Source: an optimization exercise on an open RTL-to-GDS flow (aim: small area, a short achievable clock period and few clock cycles per item). Production flows keep margins and buffers that such runs may drop.
At most, simulation tests tie the RTL to the original design; equivalence was not proved.
Power is estimated from default activity; no workload was simulated.

==> flow/design.v (excerpt) <==
module conv_accel_top (
    input  logic                       clk,
    input  logic                       rst,
    input  logic                       req_valid_i,
    input  logic [1:0]                 req_op_i,
    input  logic                       req_imm_i,
    input  logic [cnn_pkg::DATA_W-1:0] req_rj_i,
    input  logic [cnn_pkg::DATA_W-1:0] req_rk_i,
    output logic                       req_ready_o,
    output logic                       rsp_valid_o,
    output logic                       mem_valid_o,
    input  logic                       mem_ready_i,
    output logic [cnn_pkg::DATA_W-1:0] mem_addr_o,
    output logic                       mem_read_o,
    output logic [cnn_pkg::DATA_W-1:0] mem_wdata_o,
    input  logic                       mem_rsp_valid_i,
    input  logic [cnn_pkg::DATA_W-1:0] mem_rsp_rdata_i
);
Settings: LEC_CHECK=0, CAP_MARGIN=20, CORE_MARGIN=2, CORE_UTILIZATION=40, SLEW_MARGIN=20; clock period 10.0 ns.
standard.sh (not shown) runs the stock make flow with config.mk's settings and CLKGATE_MAP_FILE= SYNTH_SCRIPT=/design/flow/synth_recipe.tcl, a recipe that flattens the netlist after the stock synthesis.
==> flow/flow/run.sh <==
#!/bin/bash
# Standard layout; ports buffered with a plain buffer, free cell resizing, and
# timing repair aiming past the 10 ns clock's slack.
set -euo pipefail
bash standard.sh SETUP_SLACK_MARGIN=6.6 MATCH_CELL_FOOTPRINT=0 "BUFFER_PORTS_ARGS=-buffer_cell sky130_fd_sc_hd__buf_1" finish > make_finish.log 2>&1
The first run finished with timing, DRC and antenna clean.
Testbench counts at the start, summed over its fixed seeds: cycles 8,990, items 2,528.
Edit:
Settings changed: CORE_UTILIZATION 40 to 55.
Outcome: Wire length came out higher by 4.9%. Cell area goes down by 0.93%. Worst hold slack stays flat. Worst setup slack loses 0.080 ns. Combinational power climbs by about 2%. Total power drops by 1.5%.
Edit:
Settings changed: CAP_MARGIN 20 to 5, CORE_UTILIZATION 55 to 40, SLEW_MARGIN 20 to 5.
The changed run went through all stages and came out clean.
Sequential share of layout area shrinks by 0.25 points.
Final area climbs by about 0.7%.
Synthesized area stays the same.
Global-route usage went down by 8.6 points.
Setup slack improves by 0.095 ns.
Maximum frequency increases by about 3%.
Power rose by about 0.6%.
Core utilization came out lower by 17 points.
Final cell count rose by about 7%.
Wire length came out lower by 4.9%.
Edit:
Settings changed: CAP_MARGIN 5 to 10, SLEW_MARGIN 5 to 10.
After rerunning: Total power stays the same; clock power is about the same; maximum frequency stays the same; non-clock buffer count stays the same; sequential power hardly moves; combinational power barely changes; worst setup slack stays the same; global-route usage does not change.
Edit:
==> flow/flow/run.sh (replaced) <==
#!/bin/bash
# Standard layout; ports buffered with a plain buffer, free cell resizing, and
# timing repair aiming past the 10 ns clock's slack.
set -euo pipefail
bash standard.sh SETUP_SLACK_MARGIN=6.6 MATCH_CELL_FOOTPRINT=0 "BUFFER_PORTS_ARGS=-buffer_cell sky130_fd_sc_hd__buf_2" finish > make_finish.log 2>&1
Settings changed: CAP_MARGIN 10 to 20, SLEW_MARGIN 10 to 20.
After rerunning: Power rose by 0.99%; setup slack gets worse by 0.0047 ns; die area stays the same; wire length rose by 0.68%; worst hold slack stays flat; area after synthesis does not change; global-route usage rose by 0.11 points; combinational power rose by about 1%; critical path depth rose by 7.


Setup of run A:
Another version of the RTL of conv_accel_top (not shown whole).
Size: about 4,100 cells after synthesis, ~840 flip-flops, about 0.046 mm2 of cells after synthesis.
clock: 10.0 ns
lec_check: 0
cap_margin: 20
core_margin: 2
core_utilization: 40
slew_margin: 20
==> flow/flow/run.sh <==
#!/bin/bash
# Standard layout; ports buffered with a plain buffer, free cell resizing, and
# timing repair aiming past the 10 ns clock's slack.
set -euo pipefail
bash standard.sh SETUP_SLACK_MARGIN=6.7 MATCH_CELL_FOOTPRINT=0 "BUFFER_PORTS_ARGS=-buffer_cell sky130_fd_sc_hd__buf_4" finish > make_finish.log 2>&1
Run A was carried through to the last stage, and its layout satisfied the timing, design-rule and antenna checks.
Setup changes, run A to run B
==> flow/flow/run.sh <==
#!/bin/bash
# Standard layout; ports buffered with a plain buffer, free cell resizing, and
# timing repair aiming past the 10 ns clock's slack.
set -euo pipefail
bash standard.sh SETUP_SLACK_MARGIN=6.8 MATCH_CELL_FOOTPRINT=0 "BUFFER_PORTS_ARGS=-buffer_cell sky130_fd_sc_hd__buf_4" finish > make_finish.log 2>&1
Findings:
[compare] base=run A new=run B: sequential share of layout area -0.50 points; proportion of power drawn by flip-flops and latches -0.8 points; net load switching power +0.000094 W.
Run B ended up with a higher core utilization than run A did.
Per the comparison of run B with run A, shortest clock period the worst path allows after layout moved down, number of clock buffers inserted by TritonCTS moved up, stage delay of the slowest cell on the critical path moved down.
met1 wire length of run B exceeds that of run A slightly.
> inputs changed (run B -> run C)
==> flow/flow/run.sh <==
#!/bin/bash
# Standard layout; ports buffered with a plain buffer, free cell resizing, and
# timing repair aiming past the 10 ns clock's slack.
set -euo pipefail
bash standard.sh SETUP_SLACK_MARGIN=6.6 MATCH_CELL_FOOTPRINT=0 "BUFFER_PORTS_ARGS=-buffer_cell sky130_fd_sc_hd__buf_4" finish > make_finish.log 2>&1
[summary]
Share of power burned in combinational logic down 0.9 points in run C wrt run B. Run B ended up with sky130_fd_sc_hd__fa_2 as its cell with the largest stage delay on the worst path; run C ended up with sky130_fd_sc_hd__edfxtp_1. From run B to run C the numbers moved as follows: non-clock buffer share of cell area lost 2.1 points, power density over the cells picked up an extra 0.89%, total of clock buffers placed in the layout picked up an extra about 6%. used_q[2]$_SDFFE_PP0P_ as the timing endpoint of the critical path was reported by run B, and mem_addr_o[29] by run C.
Function was not checked in any run of this note: the RTL went through the layout flow alone.


## the reference run
conv_accel_top, a different RTL version from the one above (not shown whole).
For scale: about 4100 cells after synthesis, roughly 840 flip-flops, roughly 0.046 sq mm of cells after synthesis.
## conv_accel_top
module conv_accel_top (
    input  logic                       clk,
    input  logic                       rst,
    input  logic                       req_valid_i,
    input  logic [1:0]                 req_op_i,
    input  logic                       req_imm_i,
    input  logic [cnn_pkg::DATA_W-1:0] req_rj_i,
    input  logic [cnn_pkg::DATA_W-1:0] req_rk_i,
    output logic                       req_ready_o,
    output logic                       rsp_valid_o,
    output logic                       mem_valid_o,
    input  logic                       mem_ready_i,
    output logic [cnn_pkg::DATA_W-1:0] mem_addr_o,
    output logic                       mem_read_o,
    output logic [cnn_pkg::DATA_W-1:0] mem_wdata_o,
    input  logic                       mem_rsp_valid_i,
    input  logic [cnn_pkg::DATA_W-1:0] mem_rsp_rdata_i
);
==> flow/config.mk <==
export PLATFORM = sky130hd
export DESIGN_NAME = conv_accel_top
export DESIGN_NICKNAME = conv_accel_top
export VERILOG_FILES = /design/flow/design.v
export SDC_FILE = /design/flow/constraint.sdc
export NUM_CORES = 4
export LEC_CHECK = 0
export CAP_MARGIN = 20
export CORE_MARGIN = 2
export CORE_UTILIZATION = 40
export CTS_BUF_LIST = sky130_fd_sc_hd__clkbuf_8
export CTS_CLUSTER_SIZE = 30
export SLEW_MARGIN = 20
==> flow/constraint.sdc <==
create_clock -name core_clock -period 10.0 [get_ports {clk}]
set_input_delay 2.0000 -clock core_clock [delete_from_list [all_inputs] [get_ports {clk}]]
set_output_delay 2.0000 -clock core_clock [all_outputs]
set_load 0.01 [all_outputs]
==> flow/flow/run.sh <==
#!/bin/bash
# Standard layout; ports buffered with a plain buffer, free cell resizing, and
# timing repair aiming past the 10 ns clock's slack.
set -euo pipefail
bash standard.sh SETUP_SLACK_MARGIN=6.8 MATCH_CELL_FOOTPRINT=0 "BUFFER_PORTS_ARGS=-buffer_cell sky130_fd_sc_hd__buf_4" finish > make_finish.log 2>&1
Inputs modified between the reference run and the trial run:
- CTS_CLUSTER_SIZE removed (was 30)
- CTS_BUF_LIST removed (was sky130_fd_sc_hd__clkbuf_8)
Findings:
| number of antenna violations at the first check in global routing | lower: the trial run |
The trial run against the reference run: total power rose about 3.3%; global-route wire length before repair now sits at about the same level; area occupied by multi-input gates rose by 0.60%.
Post-route clock period utilization in the trial run vs the reference run: down 1.2 points
Against the reference run, the trial run comes in about 2.3% higher on worst vdd rail ir drop.
Delta (the trial run minus the reference run): number of buffers created by CTS fell 54; data arrival time of the critical path fell 0.12 ns; setup slack rose 0.12 ns; share of layout cells above drive strength 1 rose 0.16 points.
No functional check of the RTL was part of any run of this note.

==> separate check: timing with driven ports <==
The results above use ideal ports. As a check the final layouts listed here were re-extracted and re-timed, cells and wires unchanged.
Step 1 assumes that a clkbuf_16 drives the clock port and a buf_2 every other input.
Step 2, shift: input delay + t, output delay - t, t = (earliest + latest rising clock arrival at the registers) / 2. This alone moves slack from input paths to output paths.
Three values: no drivers, after step 1, after step 2; two values: the first two.
run	t, ns	setup WS [ns]	worst hold slack (ns)
the first run of note 1	0.732	6.643 / 6.602 / 5.970	0.325 / 0.325 / 0.325
the second run of note 1	0.708	6.563 / 6.563 / 5.990	0.327 / 0.327 / 0.327
the third run of note 1	0.734	6.658 / 6.588 / 6.009	0.324 / 0.324 / 0.324
the fourth run of note 1	0.734	6.658 / 6.588 / 6.009	0.324 / 0.324 / 0.324
the fifth run of note 1	0.723	6.653 / 6.606 / 5.912	0.325 / 0.325 / 0.325
run A	0.754	6.440 / 6.467 / 5.713	0.326 / 0.326 / 0.326
run B	0.763	6.626 / 6.594 / 5.887	0.325 / 0.325 / 0.325
run C	0.744	6.651 / 6.576 / 5.978	0.326 / 0.326 / 0.326
the reference run	0.887	6.531 / 6.455 / 5.957	0.321 / 0.321 / 0.321
the trial run	0.755	6.654 / 6.580 / 5.909	0.338 / 0.338 / 0.338
After both steps setup and hold are still met in every run listed. For the trial run, which loses most, drivers alone change the setup slack by -0.074 ns; drivers and shift together by -0.745 ns.
